From an optimization exercise on the open Yosys and OpenROAD flow, aimed at small area; shortcuts taken in it are not production practice. In this exercise RTL edits were held to simulation tests only and were not proved equivalent to the original. No activity file was given, so power comes from the tool's default toggle rates.

==> run P: inputs <==
==> flow/design.v <==
module pipe_collector #(
    parameter int unsigned WORDS = 64,
    parameter int unsigned WIDTH = 25
) (
    input  logic             clk,
    input  logic             rst,
    input  logic             col_valid,
    output logic             col_ready,
    input  logic [4:0]       col_idx,
    input  logic [WORDS-1:0] col_data,
    input  logic             flush,
    output logic             out_valid,
    input  logic             out_ready,
    output logic [5:0]       out_idx,
    output logic [WIDTH-1:0] out_word,
    output logic             done,
    output logic             idx_err
);
    logic                          drain_q;
    logic [WORDS-1:0][WIDTH-1:0]   buf_q;        
    logic [WIDTH-1:0]              mask_q;           
    logic [WIDTH-1:0]              we;
    logic [5:0]                    out_idx_q;
    logic                          done_q;
    logic                          idx_err_q;
    logic col_accept;
    logic last;
    assign col_accept = col_valid & ~drain_q;
    assign last       = drain_q & out_ready & (out_idx_q == 6'(WORDS-1));
    always_comb begin
        for (int c = 0; c < int'(WIDTH); c++) begin
            we[c] = col_accept & (col_idx == 5'(c));
        end
    end
    logic [WIDTH-1:0] hold;
    always_comb begin
        for (int c = 0; c < int'(WIDTH); c++) begin
            hold[c] = ~we[c] & ~last;
        end
    end
    always_ff @(posedge clk) begin
        for (int c = 0; c < int'(WIDTH); c++) begin
            for (int n = 0; n < int'(WORDS); n++) begin
                buf_q[n][WIDTH-1-c] <= (we[c] & col_data[n]) | (hold[c] & buf_q[n][WIDTH-1-c]);
            end
        end
    end
    always_ff @(posedge clk or posedge rst) begin
        if (rst) begin
            drain_q   <= 1'b0;
            mask_q    <= '0;
            out_idx_q <= '0;
            done_q    <= 1'b0;
            idx_err_q <= 1'b0;
        end else begin
            done_q <= last;
            if (col_accept && col_idx >= 5'(WIDTH)) idx_err_q <= 1'b1;
            if (!drain_q) begin
                mask_q <= mask_q | we;
                if ((&(mask_q | we)) || flush) drain_q <= 1'b1;
            end else if (out_ready) begin
                out_idx_q <= out_idx_q + 6'd1;
                if (last) begin
                    drain_q <= 1'b0;
                    mask_q  <= '0;
                end
            end
        end
    end
    logic [WIDTH-1:0] word;
    always_comb begin
        word = '0;
        for (int n = 0; n < int'(WORDS); n++) begin
            word = word | (buf_q[n] & {WIDTH{out_idx_q == 6'(n)}});
        end
    end
    always_comb begin
        for (int c = 0; c < int'(WIDTH); c++) begin
            out_word[WIDTH-1-c] = word[WIDTH-1-c] & mask_q[c];
        end
    end
    assign col_ready = ~drain_q;
    assign out_valid = drain_q;
    assign out_idx   = out_idx_q;
    assign done      = done_q;
    assign idx_err   = idx_err_q;
endmodule
==> flow/flow/run.sh <==
#!/bin/bash
# Own layout flow: the standard synthesis (for the registers' names and cell
# types), then a hand-mapped netlist of the same design with those registers
# (flow/gen_netlist.py) in its place, then the standard layout steps.
set -euo pipefail
R=orfs/results/sky130hd/pipe_collector/base
bash standard.sh synth > synth_standard.log 2>&1
cp $R/1_2_yosys.v standard_1_2_yosys.v
python3 flow/gen_netlist.py standard_1_2_yosys.v handmap.v > gen_netlist.log 2>&1
cp handmap.v $R/1_2_yosys.v
rm -f $R/1_synth.odb $R/1_synth.sdc
bash standard.sh \
  "CTS_ARGS=-sink_clustering_enable -repair_clock_nets -dont_use_dummy_load -sink_clustering_size 28 -sink_clustering_max_diameter 90" \
  "BUFFER_PORTS_ARGS=-inputs -outputs -buffer_cell sky130_fd_sc_hd__buf_1" \
  finish > layout.log 2>&1
==> flow/flow/gen_netlist.py <==
#!/usr/bin/env python3
"""Hand-mapped sky130hd netlist of pipe_collector (same function as rtl/pipe_collector.sv).

usage: gen_netlist.py STANDARD_NETLIST OUT_NETLIST

The registers keep the names and cell types that the standard synthesis gives
them (read from STANDARD_NETLIST and checked); the logic between them is built
here from library cells:
  * each buffer bit: dfxtp_1 + a22o_1 (load col_data when the column's write
    enable is high, keep when its hold is high, clear when neither);
  * read: one-hot word select; per output bit 21 a222oi_1 + 1 nand2_1, a
    nand4/nor4 tree and an a21boi_0 that applies the received-column mask.
"""
import re
import sys

WORDS, WIDTH = 64, 25
P = "sky130_fd_sc_hd__"

lines = []
wires = set()
count = [0]


def w(name):
    wires.add(name)
    return name


def cell(kind, pins, name=None):
    count[0] += 1
    inst = name or f"g{count[0]}"
    conns = ", ".join(f".{p}({n})" for p, n in pins.items())
    lines.append(f"  {P}{kind} {inst} ({conns});")


def net(prefix, *idx):
    return w(prefix + "".join(f"_{i}" for i in idx))


def inv(a, y):
    cell("inv_1", {"A": a, "Y": y})


def main():
    std, out = sys.argv[1], sys.argv[2]
    text = open(std).read()
    regs = {}
    for m in re.finditer(r"sky130_fd_sc_hd__(df\w+)\s+(\\\S+)\s*\(", text):
        regs[m.group(2)] = m.group(1)

    def reg_name(base):
        # \base$_..._ as the standard synthesis names it
        hits = [n for n in regs if n.startswith("\\" + base + "$")]
        assert len(hits) == 1, (base, hits)
        return hits[0]

    used = {}

    def flop(base, d, q, kind):
        name = reg_name(base)
        assert regs[name].startswith(kind.split("_")[0]), (name, regs[name], kind)
        used[name] = True
        pins = {"CLK": "clk", "D": d, "Q": q}
        if kind.startswith("dfrtp"):
            pins["RESET_B"] = "rst_n"
        cell(regs[name], pins, name + " ")

    inv("rst", w("rst_n"))

    # ---------------- control state ----------------
    drain = "out_valid"
    idx = [f"out_idx[{i}]" for i in range(6)]
    mask = [w(f"mask_{c}") for c in range(WIDTH)]
    idx_err = "idx_err"
    done = "done"

    # col_ready = ~drain; accepting a column: col_valid & ~drain
    inv(drain, "col_ready")
    acc = w("acc")
    cell("nor2b_1", {"A": drain, "B_N": "col_valid", "Y": acc})

    # last: drain & out_ready & out_idx == 63
    cell("nand4_1", {"A": idx[0], "B": idx[1], "C": idx[2], "D": idx[3], "Y": w("l_n1")})
    cell("nand4_1", {"A": idx[4], "B": idx[5], "C": drain, "D": "out_ready", "Y": w("l_n2")})
    last, nlast = w("last"), w("nlast")
    cell("nor2_1", {"A": "l_n1", "B": "l_n2", "Y": last})
    cell("or2_1", {"A": "l_n1", "B": "l_n2", "X": nlast})

    # column write decode: we[c] = acc & col_idx == c
    ci = [f"col_idx[{i}]" for i in range(5)]
    cin = [w(f"ci_n{i}") for i in range(5)]
    for i in range(5):
        inv(ci[i], cin[i])
    lo = []
    for k in range(8):
        b = [ci[i] if (k >> i) & 1 else cin[i] for i in range(3)]
        y = w(f"we_lo{k}")
        cell("and4_1", {"A": acc, "B": b[0], "C": b[1], "D": b[2], "X": y})
        lo.append(y)
    hi = []
    for m in range(4):
        a = ci[3] if m & 1 else cin[3]
        b = ci[4] if m & 2 else cin[4]
        y = w(f"we_hi{m}")
        cell("and2_1", {"A": a, "B": b, "X": y})
        hi.append(y)
    we, hold = [], []
    for c in range(WIDTH):
        y = w(f"we_{c}")
        cell("and2_4", {"A": hi[c >> 3], "B": lo[c & 7], "X": y})
        we.append(y)
        h = w(f"hold_{c}")
        cell("nor2_4", {"A": y, "B": last, "Y": h})
        hold.append(h)

    # idx_err: sticky, set by an accepted column with col_idx >= 25
    cell("or3_1", {"A": ci[0], "B": ci[1], "C": ci[2], "X": w("ie_t")})
    cell("and4_1", {"A": acc, "B": ci[3], "C": ci[4], "D": "ie_t", "X": w("ie_bad")})
    cell("or2_1", {"A": idx_err, "B": "ie_bad", "X": w("ie_d")})
    flop("idx_err_q", "ie_d", idx_err, "dfrtp")

    # done
    flop("done_q", last, done, "dfrtp")

    # mask: (mask | we) & ~last
    md = []
    for c in range(WIDTH):
        y = w(f"mask_d{c}")
        cell("o21a_1", {"A1": mask[c], "A2": we[c], "B1": nlast, "X": y})
        md.append(y)
        flop(f"mask_q[{c}]", y, mask[c], "dfrtp")

    # all columns received: AND of mask_d
    groups = [md[0:4], md[4:8], md[8:12], md[12:16], md[16:20], md[20:23], md[23:25]]
    g_n = []
    for gi, g in enumerate(groups):
        y = w(f"all_n1_{gi}")
        kind = {4: "nand4_1", 3: "nand3_1", 2: "nand2_1"}[len(g)]
        cell(kind, dict(zip("ABCD", g), Y=y))
        g_n.append(y)
    cell("nor4_1", {"A": g_n[0], "B": g_n[1], "C": g_n[2], "D": g_n[3], "Y": w("all_a")})
    cell("nor3_1", {"A": g_n[4], "B": g_n[5], "C": g_n[6], "Y": w("all_b")})
    cell("nand2_1", {"A": "all_a", "B": "all_b", "Y": w("all_n")})
    # collect: all | flush ; drain: ~last
    cell("nand2b_1", {"A_N": "flush", "B": "all_n", "Y": w("go")})
    cell("mux2_1", {"A0": "go", "A1": nlast, "S": drain, "X": w("drain_d")})
    flop("drain_q", "drain_d", drain, "dfrtp")

    # out_idx: += (drain & out_ready)
    carry = w("inc_0")
    cell("and2_1", {"A": drain, "B": "out_ready", "X": carry})
    for i in range(6):
        d = w(f"oidx_d{i}")
        cell("xor2_1", {"A": idx[i], "B": carry, "X": d})
        if i < 5:
            nc = w(f"inc_{i+1}")
            cell("and2_1", {"A": idx[i], "B": carry, "X": nc})
            carry = nc
        flop(f"out_idx_q[{i}]", d, idx[i], "dfrtp")

    # ---------------- buffer ----------------
    q = [[w(f"b_{n}_{b}") for b in range(WIDTH)] for n in range(WORDS)]
    for n in range(WORDS):
        for b in range(WIDTH):
            c = WIDTH - 1 - b
            d = w(f"bd_{n}_{b}")
            cell("a22o_1", {"A1": we[c], "A2": f"col_data[{n}]", "B1": hold[c], "B2": q[n][b], "X": d})
            flop(f"buf_q[{n * WIDTH + b}]", d, q[n][b], "dfxtp")

    # ---------------- read ----------------
    oin = [w(f"oi_n{i}") for i in range(6)]
    for i in range(6):
        inv(idx[i], oin[i])
    # active-high predecode of the low and high 3 index bits, then sel = hi & lo
    slo, shi = [], []
    for k in range(8):
        b = [oin[i] if (k >> i) & 1 else idx[i] for i in range(3)]
        y = w(f"sel_lo{k}")
        cell("nor3_1", {"A": b[0], "B": b[1], "C": b[2], "Y": y})
        slo.append(y)
        b = [oin[3 + i] if (k >> i) & 1 else idx[3 + i] for i in range(3)]
        y = w(f"sel_hi{k}")
        cell("nor3_1", {"A": b[0], "B": b[1], "C": b[2], "Y": y})
        shi.append(y)
    sel = []
    for n in range(WORDS):
        y = w(f"sel_{n}")
        cell("and2_4", {"A": shi[n >> 3], "B": slo[n & 7], "X": y})
        sel.append(y)

    for b in range(WIDTH):
        c = WIDTH - 1 - b
        ys = []
        for t in range(21):
            n0 = 3 * t
            y = w(f"r_{b}_a{t}")
            cell("a222oi_1", {"A1": sel[n0], "A2": q[n0][b], "B1": sel[n0 + 1], "B2": q[n0 + 1][b],
                              "C1": sel[n0 + 2], "C2": q[n0 + 2][b], "Y": y})
            ys.append(y)
        y = w(f"r_{b}_a21")
        cell("nand2_1", {"A": sel[63], "B": q[63][b], "Y": y})
        ys.append(y)
        zs = []
        for gi in range(5):
            z = w(f"r_{b}_z{gi}")
            g = ys[4 * gi:4 * gi + 4]
            cell("nand4_1", {"A": g[0], "B": g[1], "C": g[2], "D": g[3], "Y": z})
            zs.append(z)
        z = w(f"r_{b}_z5")
        cell("nand2_1", {"A": ys[20], "B": ys[21], "Y": z})
        zs.append(z)
        cell("nor4_1", {"A": zs[0], "B": zs[1], "C": zs[2], "D": zs[3], "Y": w(f"r_{b}_w0")})
        cell("nor2_1", {"A": zs[4], "B": zs[5], "Y": w(f"r_{b}_w1")})
        cell("a21boi_0", {"A1": f"r_{b}_w0", "A2": f"r_{b}_w1", "B1_N": mask[c], "Y": f"out_word[{b}]"})

    missing = [n for n in regs if n not in used]
    assert not missing, missing[:5]

    hdr = """module pipe_collector(clk, rst, col_valid, col_ready, col_idx, col_data, flush, out_valid, out_ready, out_idx, out_word, done, idx_err);
  input clk;
  input rst;
  input col_valid;
  output col_ready;
  input [4:0] col_idx;
  input [63:0] col_data;
  input flush;
  output out_valid;
  input out_ready;
  output [5:0] out_idx;
  output [24:0] out_word;
  output done;
  output idx_err;
"""
    body = [f"  wire {x};" for x in sorted(wires)]
    tail = []
    with open(out, "w") as f:
        f.write(hdr + "\n".join(body + lines + tail) + "\nendmodule\n")


if __name__ == "__main__":
    main()
==> flow/standard.sh <==
#!/bin/bash
# synth_recipe.tcl (not shown) runs the flow's synth.tcl, then flattens the netlist and writes it again
# the make line also repeats each setting of config.mk as NAME=value (left out here)
make -C /OpenROAD-flow-scripts/flow DESIGN_CONFIG=/design/flow/config.mk WORK_HOME=/design/flow/orfs CLKGATE_MAP_FILE= SYNTH_SCRIPT=/design/flow/synth_recipe.tcl "${@:-finish}"
==> flow/config.mk <==
export PLATFORM = sky130hd
export DESIGN_NAME = pipe_collector
export DESIGN_NICKNAME = pipe_collector
export VERILOG_FILES = /design/flow/design.v
export SDC_FILE = /design/flow/constraint.sdc
export NUM_CORES = 4
export LEC_CHECK = 0
export CAP_MARGIN = 20
export CORE_MARGIN = 2
export CORE_UTILIZATION = 40
export SLEW_MARGIN = 20
==> flow/constraint.sdc <==
create_clock -name core_clock -period 7.5 [get_ports {clk}]
set_input_delay 1.5000 -clock core_clock [delete_from_list [all_inputs] [get_ports {clk}]]
set_output_delay 1.5000 -clock core_clock [all_outputs]
set_load 0.01 [all_outputs]
==> run X: changes against run P <==
==> flow/design.v, changed modules only <==
module pipe_collector #(
    parameter int unsigned WORDS = 64,
    parameter int unsigned WIDTH = 25
) (
    input  logic             clk,
    input  logic             rst,
    input  logic             col_valid,
    output logic             col_ready,
    input  logic [4:0]       col_idx,
    input  logic [WORDS-1:0] col_data,
    input  logic             flush,
    output logic             out_valid,
    input  logic             out_ready,
    output logic [5:0]       out_idx,
    output logic [WIDTH-1:0] out_word,
    output logic             done,
    output logic             idx_err
);
    logic                          drain_q;
    logic                          phase_q;
    logic [WORDS-1:0][WIDTH-1:0]   buf_q;        
    logic [WIDTH-1:0]              mask_q;       
    logic [WIDTH-1:0]              we;
    logic [5:0]                    out_idx_q;
    logic                          done_q;
    logic                          idx_err_q;
    logic col_accept;
    logic last;
    logic shift;
    assign col_accept = col_valid & ~drain_q;
    assign last       = drain_q & out_ready & (out_idx_q == 6'(WORDS-1));
    assign shift      = drain_q & out_ready;
    always_comb begin
        for (int c = 0; c < int'(WIDTH); c++) begin
            we[c] = col_accept & (col_idx == 5'(c));
        end
    end
    always_ff @(posedge clk) begin
        for (int c = 0; c < int'(WIDTH); c++) begin
            for (int n = 0; n < int'(WORDS); n++) begin
                if (we[c])
                    buf_q[n][WIDTH-1-c] <= col_data[n] ^ ~phase_q;
                else if (shift)
                    buf_q[n][WIDTH-1-c] <= ~buf_q[(n + 1) % int'(WORDS)][WIDTH-1-c];
                else
                    buf_q[n][WIDTH-1-c] <= ~buf_q[n][WIDTH-1-c];
            end
        end
    end
    always_ff @(posedge clk or posedge rst) begin
        if (rst) begin
            drain_q   <= 1'b0;
            phase_q   <= 1'b0;
            mask_q    <= '0;
            out_idx_q <= '0;
            done_q    <= 1'b0;
            idx_err_q <= 1'b0;
        end else begin
            phase_q <= ~phase_q;
            done_q  <= last;
            if (col_accept && col_idx >= 5'(WIDTH)) idx_err_q <= 1'b1;
            if (!drain_q) begin
                mask_q <= mask_q | we;
                if ((&(mask_q | we)) || flush) drain_q <= 1'b1;
            end else if (out_ready) begin
                out_idx_q <= out_idx_q + 6'd1;
                if (last) begin
                    drain_q <= 1'b0;
                    mask_q  <= '0;
                end
            end
        end
    end
    logic [WIDTH-1:0] word;
    assign word = buf_q[0] ^ {WIDTH{phase_q}};
    always_comb begin
        for (int c = 0; c < int'(WIDTH); c++) begin
            out_word[WIDTH-1-c] = word[WIDTH-1-c] & mask_q[c];
        end
    end
    assign col_ready = ~drain_q;
    assign out_valid = drain_q;
    assign out_idx   = out_idx_q;
    assign done      = done_q;
    assign idx_err   = idx_err_q;
endmodule
--- a/flow/flow/run.sh
+++ b/flow/flow/run.sh
@@ -10,6 +10,6 @@
 cp handmap.v $R/1_2_yosys.v
 rm -f $R/1_synth.odb $R/1_synth.sdc
 bash standard.sh \
-  "CTS_ARGS=-sink_clustering_enable -repair_clock_nets -dont_use_dummy_load -sink_clustering_size 28 -sink_clustering_max_diameter 90" \
+  "CTS_ARGS=-sink_clustering_enable -repair_clock_nets -dont_use_dummy_load -sink_clustering_size 16 -sink_clustering_max_diameter 80 -buf_list sky130_fd_sc_hd__clkbuf_8" \
   "BUFFER_PORTS_ARGS=-inputs -outputs -buffer_cell sky130_fd_sc_hd__buf_1" \
   finish > layout.log 2>&1
--- a/flow/flow/gen_netlist.py
+++ b/flow/flow/gen_netlist.py
@@ -6,10 +6,11 @@
 The registers keep the names and cell types that the standard synthesis gives
 them (read from STANDARD_NETLIST and checked); the logic between them is built
 here from library cells:
-  * each buffer bit: dfxtp_1 + a22o_1 (load col_data when the column's write
-    enable is high, keep when its hold is high, clear when neither);
-  * read: one-hot word select; per output bit 21 a222oi_1 + 1 nand2_1, a
-    nand4/nor4 tree and an a21boi_0 that applies the received-column mask.
+  * each buffer bit: dfxtp_1 + a222oi_1; the buffer is stored relative to a
+    phase bit that toggles every edge, so a bit that is neither written nor
+    shifted inverts, a written one loads ~(col_data ^ phase) and a shifted one
+    the next row's bit, inverted (the buffer rotates by a word per word read);
+  * read: row 0, with the phase XOR and the received-column mask.
 """
 import re
 import sys
@@ -111,7 +112,7 @@
         cell("and2_4", {"A": hi[c >> 3], "B": lo[c & 7], "X": y})
         we.append(y)
         h = w(f"hold_{c}")
-        cell("nor2_4", {"A": y, "B": last, "Y": h})
+        cell("nor2_4", {"A": y, "B": "inc_0", "Y": h})
         hold.append(h)
 
     # idx_err: sticky, set by an accepted column with col_idx >= 25
@@ -159,60 +160,32 @@
             carry = nc
         flop(f"out_idx_q[{i}]", d, idx[i], "dfrtp")
 
+    # ---------------- phase ----------------
+    ph = w("phase_q")
+    cell("inv_1", {"A": ph, "Y": w("phase_d")})
+    flop("phase_q", "phase_d", ph, "dfrtp")
+
     # ---------------- buffer ----------------
+    # r[n] = col_data[n] ^ phase; bit: ~((q | we) & (hold | r)) = we ? ~r : ~q
+    r = []
+    for n in range(WORDS):
+        y = w(f"rd_{n}")
+        cell("xor2_1", {"A": f"col_data[{n}]", "B": ph, "X": y})
+        r.append(y)
     q = [[w(f"b_{n}_{b}") for b in range(WIDTH)] for n in range(WORDS)]
     for n in range(WORDS):
         for b in range(WIDTH):
             c = WIDTH - 1 - b
             d = w(f"bd_{n}_{b}")
-            cell("a22o_1", {"A1": we[c], "A2": f"col_data[{n}]", "B1": hold[c], "B2": q[n][b], "X": d})
+            cell("a222oi_1", {"A1": we[c], "A2": r[n], "B1": hold[c], "B2": q[n][b],
+                              "C1": "inc_0", "C2": q[(n + 1) % WORDS][b], "Y": d})
             flop(f"buf_q[{n * WIDTH + b}]", d, q[n][b], "dfxtp")
 
-    # ---------------- read ----------------
-    oin = [w(f"oi_n{i}") for i in range(6)]
-    for i in range(6):
-        inv(idx[i], oin[i])
-    # active-high predecode of the low and high 3 index bits, then sel = hi & lo
-    slo, shi = [], []
-    for k in range(8):
-        b = [oin[i] if (k >> i) & 1 else idx[i] for i in range(3)]
-        y = w(f"sel_lo{k}")
-        cell("nor3_1", {"A": b[0], "B": b[1], "C": b[2], "Y": y})
-        slo.append(y)
-        b = [oin[3 + i] if (k >> i) & 1 else idx[3 + i] for i in range(3)]
-        y = w(f"sel_hi{k}")
-        cell("nor3_1", {"A": b[0], "B": b[1], "C": b[2], "Y": y})
-        shi.append(y)
-    sel = []
-    for n in range(WORDS):
-        y = w(f"sel_{n}")
-        cell("and2_4", {"A": shi[n >> 3], "B": slo[n & 7], "X": y})
-        sel.append(y)
-
+    # ---------------- read: row 0 ----------------
     for b in range(WIDTH):
         c = WIDTH - 1 - b
-        ys = []
-        for t in range(21):
-            n0 = 3 * t
-            y = w(f"r_{b}_a{t}")
-            cell("a222oi_1", {"A1": sel[n0], "A2": q[n0][b], "B1": sel[n0 + 1], "B2": q[n0 + 1][b],
-                              "C1": sel[n0 + 2], "C2": q[n0 + 2][b], "Y": y})
-            ys.append(y)
-        y = w(f"r_{b}_a21")
-        cell("nand2_1", {"A": sel[63], "B": q[63][b], "Y": y})
-        ys.append(y)
-        zs = []
-        for gi in range(5):
-            z = w(f"r_{b}_z{gi}")
-            g = ys[4 * gi:4 * gi + 4]
-            cell("nand4_1", {"A": g[0], "B": g[1], "C": g[2], "D": g[3], "Y": z})
-            zs.append(z)
-        z = w(f"r_{b}_z5")
-        cell("nand2_1", {"A": ys[20], "B": ys[21], "Y": z})
-        zs.append(z)
-        cell("nor4_1", {"A": zs[0], "B": zs[1], "C": zs[2], "D": zs[3], "Y": w(f"r_{b}_w0")})
-        cell("nor2_1", {"A": zs[4], "B": zs[5], "Y": w(f"r_{b}_w1")})
-        cell("a21boi_0", {"A1": f"r_{b}_w0", "A2": f"r_{b}_w1", "B1_N": mask[c], "Y": f"out_word[{b}]"})
+        cell("xor2_1", {"A": q[0][b], "B": ph, "X": w(f"r_{b}_x")})
+        cell("and2_1", {"A": f"r_{b}_x", "B": mask[c], "X": f"out_word[{b}]"})
 
     missing = [n for n in regs if n not in used]
     assert not missing, missing[:5]
CORE_UTILIZATION = 55   (was 40)
==> run A: changes against run P <==
==> flow/design.v, changed modules only <==
module pipe_collector #(
    parameter int unsigned WORDS = 64,
    parameter int unsigned WIDTH = 25
) (
    input  logic             clk,
    input  logic             rst,
    input  logic             col_valid,
    output logic             col_ready,
    input  logic [4:0]       col_idx,
    input  logic [WORDS-1:0] col_data,
    input  logic             flush,
    output logic             out_valid,
    input  logic             out_ready,
    output logic [5:0]       out_idx,
    output logic [WIDTH-1:0] out_word,
    output logic             done,
    output logic             idx_err
);
    logic                          drain_q;
    logic                          phase_q;
    logic [WORDS-1:0][WIDTH-1:0]   buf_q;        
    logic [WIDTH-1:0]              mask_q;       
    logic [WIDTH-1:0]              we;
    logic [5:0]                    out_idx_q;
    logic                          done_q;
    logic                          idx_err_q;
    logic col_accept;
    logic last;
    assign col_accept = col_valid & ~drain_q;
    assign last       = drain_q & out_ready & (out_idx_q == 6'(WORDS-1));
    always_comb begin
        for (int c = 0; c < int'(WIDTH); c++) begin
            we[c] = col_accept & (col_idx == 5'(c));
        end
    end
    always_ff @(posedge clk) begin
        for (int c = 0; c < int'(WIDTH); c++) begin
            for (int n = 0; n < int'(WORDS); n++) begin
                buf_q[n][WIDTH-1-c] <= we[c] ? (col_data[n] ^ ~phase_q) : ~buf_q[n][WIDTH-1-c];
            end
        end
    end
    always_ff @(posedge clk or posedge rst) begin
        if (rst) begin
            drain_q   <= 1'b0;
            phase_q   <= 1'b0;
            mask_q    <= '0;
            out_idx_q <= '0;
            done_q    <= 1'b0;
            idx_err_q <= 1'b0;
        end else begin
            phase_q <= ~phase_q;
            done_q  <= last;
            if (col_accept && col_idx >= 5'(WIDTH)) idx_err_q <= 1'b1;
            if (!drain_q) begin
                mask_q <= mask_q | we;
                if ((&(mask_q | we)) || flush) drain_q <= 1'b1;
            end else if (out_ready) begin
                out_idx_q <= out_idx_q + 6'd1;
                if (last) begin
                    drain_q <= 1'b0;
                    mask_q  <= '0;
                end
            end
        end
    end
    logic [WIDTH-1:0] word;
    always_comb begin
        word = '0;
        for (int n = 0; n < int'(WORDS); n++) begin
            word = word | (buf_q[n] & {WIDTH{out_idx_q == 6'(n)}});
        end
        word = word ^ {WIDTH{phase_q}};
    end
    always_comb begin
        for (int c = 0; c < int'(WIDTH); c++) begin
            out_word[WIDTH-1-c] = word[WIDTH-1-c] & mask_q[c];
        end
    end
    assign col_ready = ~drain_q;
    assign out_valid = drain_q;
    assign out_idx   = out_idx_q;
    assign done      = done_q;
    assign idx_err   = idx_err_q;
endmodule
--- a/flow/flow/gen_netlist.py
+++ b/flow/flow/gen_netlist.py
@@ -6,10 +6,11 @@
 The registers keep the names and cell types that the standard synthesis gives
 them (read from STANDARD_NETLIST and checked); the logic between them is built
 here from library cells:
-  * each buffer bit: dfxtp_1 + a22o_1 (load col_data when the column's write
-    enable is high, keep when its hold is high, clear when neither);
+  * each buffer bit: dfxtp_1 + o22ai_1; the buffer is stored relative to a
+    phase bit that toggles every edge, so an unwritten bit inverts and a
+    written one loads ~(col_data ^ phase);
   * read: one-hot word select; per output bit 21 a222oi_1 + 1 nand2_1, a
-    nand4/nor4 tree and an a21boi_0 that applies the received-column mask.
+    nand4/nor4 tree, the phase XOR and the received-column mask.
 """
 import re
 import sys
@@ -111,7 +112,7 @@
         cell("and2_4", {"A": hi[c >> 3], "B": lo[c & 7], "X": y})
         we.append(y)
         h = w(f"hold_{c}")
-        cell("nor2_4", {"A": y, "B": last, "Y": h})
+        cell("nand2_4", {"A": hi[c >> 3], "B": lo[c & 7], "Y": h})
         hold.append(h)
 
     # idx_err: sticky, set by an accepted column with col_idx >= 25
@@ -159,13 +160,24 @@
             carry = nc
         flop(f"out_idx_q[{i}]", d, idx[i], "dfrtp")
 
+    # ---------------- phase ----------------
+    ph = w("phase_q")
+    cell("inv_1", {"A": ph, "Y": w("phase_d")})
+    flop("phase_q", "phase_d", ph, "dfrtp")
+
     # ---------------- buffer ----------------
+    # r[n] = col_data[n] ^ phase; bit: ~((q | we) & (hold | r)) = we ? ~r : ~q
+    r = []
+    for n in range(WORDS):
+        y = w(f"rd_{n}")
+        cell("xor2_1", {"A": f"col_data[{n}]", "B": ph, "X": y})
+        r.append(y)
     q = [[w(f"b_{n}_{b}") for b in range(WIDTH)] for n in range(WORDS)]
     for n in range(WORDS):
         for b in range(WIDTH):
             c = WIDTH - 1 - b
             d = w(f"bd_{n}_{b}")
-            cell("a22o_1", {"A1": we[c], "A2": f"col_data[{n}]", "B1": hold[c], "B2": q[n][b], "X": d})
+            cell("o22ai_1", {"A1": q[n][b], "A2": we[c], "B1": hold[c], "B2": r[n], "Y": d})
             flop(f"buf_q[{n * WIDTH + b}]", d, q[n][b], "dfxtp")
 
     # ---------------- read ----------------
@@ -212,7 +224,9 @@
         zs.append(z)
         cell("nor4_1", {"A": zs[0], "B": zs[1], "C": zs[2], "D": zs[3], "Y": w(f"r_{b}_w0")})
         cell("nor2_1", {"A": zs[4], "B": zs[5], "Y": w(f"r_{b}_w1")})
-        cell("a21boi_0", {"A1": f"r_{b}_w0", "A2": f"r_{b}_w1", "B1_N": mask[c], "Y": f"out_word[{b}]"})
+        cell("nand2_1", {"A": f"r_{b}_w0", "B": f"r_{b}_w1", "Y": w(f"r_{b}_raw")})
+        cell("xor2_1", {"A": f"r_{b}_raw", "B": ph, "X": w(f"r_{b}_x")})
+        cell("and2_1", {"A": f"r_{b}_x", "B": mask[c], "X": f"out_word[{b}]"})
 
     missing = [n for n in regs if n not in used]
     assert not missing, missing[:5]
CAP_MARGIN = 5   (was 20)
CORE_UTILIZATION = 60   (was 40)
SLEW_MARGIN = 5   (was 20)
==> run summary <==
metric	run X	run A	run P
Worst Hold Endpoint	buf_q[1255]$_DFF_P_	buf_q[1276]$_DFF_P_	buf_q[1200]$_DFF_P_
Share of cell area taken by multi-input logic gates	34.03%	34.66%	36.97%
Largest net degree at the start of global routing	225	66	67
Post-route clock period utilization	60.19%	86.09%	80.22%
Average cell area after synthesis	14.64 um2	12.02 um2	13.09 um2
Logic depth of the worst path, buffers included	4	10	9
Area taken by flip-flops and latches	0.03291 mm2	0.03291 mm2	0.03288 mm2
Status	finished clean	complete, but fails checks	finished clean
Reasons for failing layout checks	-	max-capacitance violations, max-slew violations	-
Met2 track demand over resource	51.02%	62.02%	42.84%
Wire length of the first global-routing pass	237200 um	285700 um	304300 um
First-pass iteration count of the detailed router	21	14	13
Post-Route Skew	0.05381 ns	0.03792 ns	0.07992 ns
Instance area after placement	0.05442 mm2	0.05503 mm2	0.05866 mm2
Worst setup path startpoint	phase_q$_DFF_PP0_	out_idx_q[2]$_DFFE_PP0P_	out_idx_q[1]$_DFFE_PP0P_
Total number of nets in the final design	3834	4663	4570
DRT iter0 DRCs	12435	9052	8282
Clock buffers and inverters, area share	2.753%	2.999%	2.859%
Register fraction of the total cell area	58.78%	58.00%	54.44%
Worst endpoint data arrival time	3.01 ns	4.96 ns	4.52 ns
Power consumed by combinational cells	1.92 mW	1.29 mW	1.21 mW

-- afterwards: timing with drivers on the ports --
The flow's constraints put no driver on any port. The routed layouts listed below were extracted and timed again, unchanged, in two steps. Step 1: set_driving_cell puts a clkbuf_16 on clk and a buf_2 on each other input, an assumption about the parent block. Step 2 also shifts input and output timing later by t, the mid clock arrival at the registers, as if the neighbouring blocks saw the same clock. a / b / c = no drivers / after step 1 / after step 2; a / b = the first two.
run	shift t [ns]	slack for setup (ns)	worst setup path after step 2	worst register clock-pin slew, ns	worst slew at a driven data input, ns
run P	0.728	1.484 / 1.412 / 2.140	register to output	0.11 / 0.11	0.14
run X	0.828	2.985 / 2.922 / 2.978	input to register	0.11 / 0.11	0.04
run A	0.723	1.043 / 0.971 / 1.694	register to output	0.11 / 0.11	0.12
For run X, which loses most, drivers alone change the setup slack by -0.063 ns; drivers and shift together by -0.007 ns.
